This design comes from an exercise in tuning for small area, a short achievable clock period and few clock cycles on the open sky130 flow, not from production work. In this exercise RTL edits were held to simulation tests only and were not proved equivalent to the original. Power and IR drop assume default switching activity.

## attn_top
module attn_top (
    input  wire logic         I_CLK,
    input  wire logic         I_RST_N,
    input  wire logic         i_attn_start,
    input  wire logic         i_sa_vld,
    input  wire logic [127:0] i_sa_result,
    output logic              o_sa_start,
    output logic [127:0]      o_mat_1,
    output logic [127:0]      o_mat_2,
    output logic [127:0]      o_data_load,
    output logic              o_data_vld,
    output logic [127:0]      o_att_data,
    input  wire logic         i_bram_rd_vld,
    input  wire logic [127:0] i_bram_rd_mat,
    input  wire logic         i_bram_wr_done,
    output logic              o_rd_ena,
    output logic              o_wr_ena,
    output logic [1:0]        o_bram_sel_mat,
    output logic [0:0]        o_bram_sel_line,
    output logic [0:0]        o_bram_sel_col
);
    localparam int N_MEM = 36;
    localparam int N_SA  = 16;
    localparam logic [1:0] DST_A  = 2'd0;
    localparam logic [1:0] DST_B  = 2'd1;
    localparam logic [1:0] DST_BT = 2'd2;    
  ...
Size in the first run: roughly 2200 cells after synthesis, roughly 600 flip-flops, roughly 780 I/O pins, about 29000 sq um of cells after synthesis.
Settings: LEC_CHECK=0, CAP_MARGIN=20, CORE_MARGIN=2, CORE_UTILIZATION=40, SETUP_SLACK_MARGIN=2.0, SLEW_MARGIN=20; clock period 4.0 ns.
standard.sh (not shown) runs the stock make flow with config.mk's settings and CLKGATE_MAP_FILE= SYNTH_SCRIPT=/design/flow/synth_recipe.tcl, a recipe that flattens the netlist after the stock synthesis.
==> flow/flow/run.sh <==
#!/bin/bash
# Standard ORFS layout with two placement tweaks:
#  - port buffers use buf_2 (each port still gets its own buffer);
#  - after global placement, each output port's buffer is moved next to the
#    cell that drives it (outbuf_near.tcl), so the register drives a short
#    wire and the buffer drives the long one; detailed placement then
#    legalizes as usual.
set -euo pipefail
export BUFFER_PORTS_ARGS="-buffer_cell sky130_fd_sc_hd__buf_2"
export POST_GLOBAL_PLACE_TCL="$PWD/flow/outbuf_near.tcl"
bash standard.sh > standard_flow.log 2>&1
==> flow/flow/outbuf_near.tcl <==
# Move each output port's buffer next to the cell that drives it, so the
# driving register sees a short wire and the buffer drives the long one.
set n 0
foreach bt [[ord::get_db_block] getBTerms] {
  if {[$bt getIoType] != "OUTPUT"} continue
  set net [$bt getNet]
  set buf ""
  foreach it [$net getITerms] { if {[$it isOutputSignal]} { set buf [$it getInst] } }
  if {$buf == ""} continue
  set drv ""
  foreach it [$buf getITerms] {
    if {[$it isInputSignal]} {
      set n2 [$it getNet]
      if {$n2 == "NULL"} continue
      foreach it2 [$n2 getITerms] { if {[$it2 isOutputSignal]} { set drv [$it2 getInst] } }
    }
  }
  if {$drv == ""} continue
  set loc [$drv getLocation]
  $buf setLocation [lindex $loc 0] [lindex $loc 1]
  incr n
}
puts "moved $n output buffers next to their drivers"
Testbench counts at the start, summed over its fixed seeds: cycles 8,704.
==> next run, changes <==
--- a/flow/design.v
+++ b/flow/design.v
@@ -315,16 +315,20 @@
         else if (rs_a3)
             a_q <= res3;
         if (ld_b)
             b_q <= i_bram_rd_mat;
         else if (ld_bt)
             b_q <= rd_t;
-        if (do_zero || ld_d || rs_d || do_copy)
-            d_q <= ({128{ld_d}} & i_bram_rd_mat) |
-                   ({128{rs_d}} & i_sa_result) |
-                   ({128{do_copy}} & w_q);
+        if (do_zero)
+            d_q <= '0;                         
+        else if (ld_d)
+            d_q <= i_bram_rd_mat;
+        else if (rs_d)
+            d_q <= i_sa_result;
+        else if (do_copy)
+            d_q <= w_q;                        
         if (rs_w)
             w_q <= i_sa_result;
     end
     assign o_rd_ena    = rd_q;
     assign o_wr_ena    = wr_q;
     assign o_sa_start  = st_q;
Outcome: The new run passed the timing, DRC and antenna checks. Utilization goes down by 0.16 points. Design area goes up slightly. Die area goes up slightly. Sequential share of layout area goes down by 4.2 points. Routed wire length goes up by a little under a tenth. First-iteration DRC count goes down by roughly a tenth.
Testbench counts after the change, summed over its fixed seeds: cycles 8,704.

* * *

attn_top, a different RTL version from the one above (not shown whole).
Size in the first run: roughly 2100 cells after synthesis, roughly 590 flip-flops, about 780 I/O pins.
export LEC_CHECK = 0
export CAP_MARGIN = 20
export CORE_MARGIN = 2
export CORE_UTILIZATION = 40
export GPL_ROUTABILITY_DRIVEN = 0
export SETUP_SLACK_MARGIN = 2.0
export SLEW_MARGIN = 20
create_clock -name core_clock -period 4.0 [get_ports {I_CLK}]
Scripts as last shown in full above: flow/flow/run.sh, flow/flow/outbuf_near.tcl
Testbench counts at the start, summed over its fixed seeds: cycles 8,704.
Change:
--- a/flow/design.v
+++ b/flow/design.v
@@ -120,50 +120,52 @@
     logic       mc_nodep;
     logic [4:0] mc_dep;          
     logic [4:0] mc_depm;         
     logic [5:0] sc_need;         
     logic [5:0] sc_needm;        
     logic [1:0] sc_dst;          
     logic       sc_copy;         
     logic       sc_zero;         
     logic       m_end;
     logic       s_end;
     logic [1:0] m_age;           
     logic [1:0] s_age;           
+    logic [4:0] ccap;            
     logic [5:0] mdone;           
     logic       f_st;            
     logic       f_stb;           
+    logic       f_capa;          
+    logic       f_capb;          
     logic       f_na;            
     logic       f_nb;            
-    logic ld_a, ld_b, ld_bt, ld_d;           
-    logic rs_d, rs_a3, rs_w;                 
-    logic do_copy, do_zero;
     logic mem_ans;
     logic mem_free;
     logic sa_free;
+    logic sa_ans;
     logic active;
     logic mem_go;
     logic start_go;              
     logic sa_go;                 
     logic rd_q, wr_q, st_q;
     logic dv_q;                  
     logic dep_ok;
     logic need_ok;
     logic last_done;
     assign mem_ans  = (rd_q && i_bram_rd_vld) || (wr_q && i_bram_wr_done);
     assign mem_free = !mem_busy || mem_ans;
+    assign sa_ans   = sa_busy && i_sa_vld;
     assign sa_free  = !sa_busy || i_sa_vld;
     assign active   = running;
     assign start_go = i_attn_start && !running;
-    assign dep_ok    = mc_nodep || (mc_cap ? (f_st && !(rs_w && !i_sa_vld)) : (f_st || (sa_go && f_stb)));
+    assign dep_ok    = mc_nodep || (mc_cap ? (f_capa || (i_sa_vld && f_capb)) : (f_st || (sa_go && f_stb)));
     assign need_ok   = f_na || (mem_ans && f_nb);
     assign mem_go    = active && mem_free && m_age[1] && !m_end && dep_ok;
     assign sa_go     = active && sa_free && s_age[1] && !s_end && need_ok;
     assign last_done = m_end && mem_ans;
     always_ff @(posedge I_CLK) begin
         mc_wr    <= m_wr;
         mc_mat   <= m_mat;
         mc_line  <= m_line;
         mc_col   <= m_col;
         mc_dst   <= m_dst;
         mc_cap   <= m_cap;
         mc_nodep <= m_nodep;
@@ -173,45 +175,53 @@
         sc_needm <= s_needm;
         m_end    <= (mpc == 6'(N_MEM));
         s_end    <= (spc == 5'(N_SA));
         case (spc[2:0])
             3'd0, 3'd4: sc_dst <= RES_D;
             3'd1, 3'd5: sc_dst <= RES_A3;
             default:    sc_dst <= RES_W;
         endcase
         sc_copy  <= (spc[2:0] == 3'd5);
         sc_zero  <= (spc[1:0] == 2'd3);
         f_st   <= sa_go   ? (spc >= mc_dep)    : (spc > mc_dep);
         f_stb  <= sa_go   ? (spc == mc_depm)   : (spc == mc_dep);
+        f_capa <= sa_ans  ? (ccap >= mc_dep)   : (ccap > mc_dep);
+        f_capb <= sa_ans  ? (ccap == mc_depm)  : (ccap == mc_dep);
         f_na   <= mem_ans ? (mdone >= sc_need) : (mdone > sc_need);
         f_nb   <= mem_ans ? (mdone == sc_needm) : (mdone == sc_need);
     end
     always_ff @(posedge I_CLK or negedge I_RST_N) begin
         if (!I_RST_N) begin
+            ccap  <= '0;
             mdone <= '0;
             m_age <= 2'd2;
             s_age <= 2'd2;
         end else begin
             if (last_done) begin
+                ccap  <= '0;
                 mdone <= '0;
             end else begin
+                if (sa_ans)  ccap  <= ccap + 5'd1;
                 if (mem_ans) mdone <= mdone + 6'd1;
             end
             if (mem_go)              m_age <= '0;
             else if (start_go)       m_age <= 2'd1;
             else if (!m_age[1])      m_age <= m_age + 2'd1;
             if (sa_go)               s_age <= '0;
             else if (!s_age[1])      s_age <= s_age + 2'd1;
         end
     end
+    logic ld_a, ld_b, ld_bt, ld_d;           
+    logic rs_d, rs_a3, rs_w;                 
+    logic do_copy, do_zero;
     always_ff @(posedge I_CLK or negedge I_RST_N) begin
         if (!I_RST_N) begin
             running         <= 1'b0;
             mpc             <= '0;
             spc             <= '0;
             mem_busy        <= 1'b0;
             mem_wr          <= 1'b0;
             rd_q            <= 1'b0;
             wr_q            <= 1'b0;
             o_bram_sel_mat  <= 2'd0;
             o_bram_sel_line <= 1'b0;
             o_bram_sel_col  <= 1'b0;
@@ -299,28 +309,32 @@
     for (genvar e = 0; e < 16; e++) begin : g_x3
         assign res3[e*8 +: 8] = i_sa_result[e*8 +: 8] + {i_sa_result[e*8 +: 7], 1'b0};
     end
     always_ff @(posedge I_CLK) begin
         if (ld_a)
             a_q <= i_bram_rd_mat;
         else if (rs_a3)
             a_q <= res3;
         if (ld_b)
             b_q <= i_bram_rd_mat;
         else if (ld_bt)
             b_q <= rd_t;
-        if (do_zero || ld_d || rs_d || do_copy)
-            d_q <= ({128{ld_d}} & i_bram_rd_mat) |
-                   ({128{rs_d}} & i_sa_result) |
-                   ({128{do_copy}} & w_q);
+        if (do_zero)
+            d_q <= '0;                         
+        else if (ld_d)
+            d_q <= i_bram_rd_mat;
+        else if (rs_d)
+            d_q <= i_sa_result;
+        else if (do_copy)
+            d_q <= w_q;                        
         if (rs_w)
             w_q <= i_sa_result;
     end
     assign o_rd_ena    = rd_q;
     assign o_wr_ena    = wr_q;
     assign o_sa_start  = st_q;
     assign o_data_vld  = dv_q;
     assign o_mat_1     = a_q;
     assign o_mat_2     = b_q;
     assign o_data_load = d_q;
     assign o_att_data  = w_q;
 endmodule
Result: Flip-flop and latch count came out higher by 7; worst setup slack improves by 0.014 ns; hold slack got worse by 0.14 ns; design area is higher by about 2.5%; sequential power goes down by about 4%; synthesized area rose by 3.1%; total power rises by 1.8%; die area rose by about 3%; wire length came out higher by about 11%; clock power rose by 3.2%.
Testbench counts after the change, summed over its fixed seeds: cycles 8,704.

## static timing again, ports no longer ideal
No port has a modelled driver above. Below, the same layouts with a new extraction and two added sets of constraints.
Step 1: set_driving_cell puts a clkbuf_16 on I_CLK and a buf_2 on each other input, an assumption about the parent block.
Step 2 adds t to the input delays and takes it off the output delays; t is the mean of the earliest and latest rising clock arrival at the registers after step 1. Input paths then give back, and output paths get back, about the clock's delay inside the block.
Three values: ideal ports, drivers, drivers and shift; two values: the first two.
| run | t (ns) | setup slack, ns | worst slew at a driven data input, ns |
|---|---|---|---|
| the first run of note 1 | 0.670 | 1.986 / 1.931 / 1.456 | 0.17 |
| the second run of note 1 | 0.671 | 1.988 / 1.936 / 1.457 | 0.14 |
| the first run of note 2 | 0.663 | 1.976 / 1.908 / 1.437 | 0.20 |
| the second run of note 2 | 0.672 | 1.990 / 1.924 / 1.405 | 0.16 |
After both steps setup and hold are still met in every run listed. For the second run of note 2, which loses most, drivers alone change the setup slack by -0.066 ns; drivers and shift together by -0.585 ns.
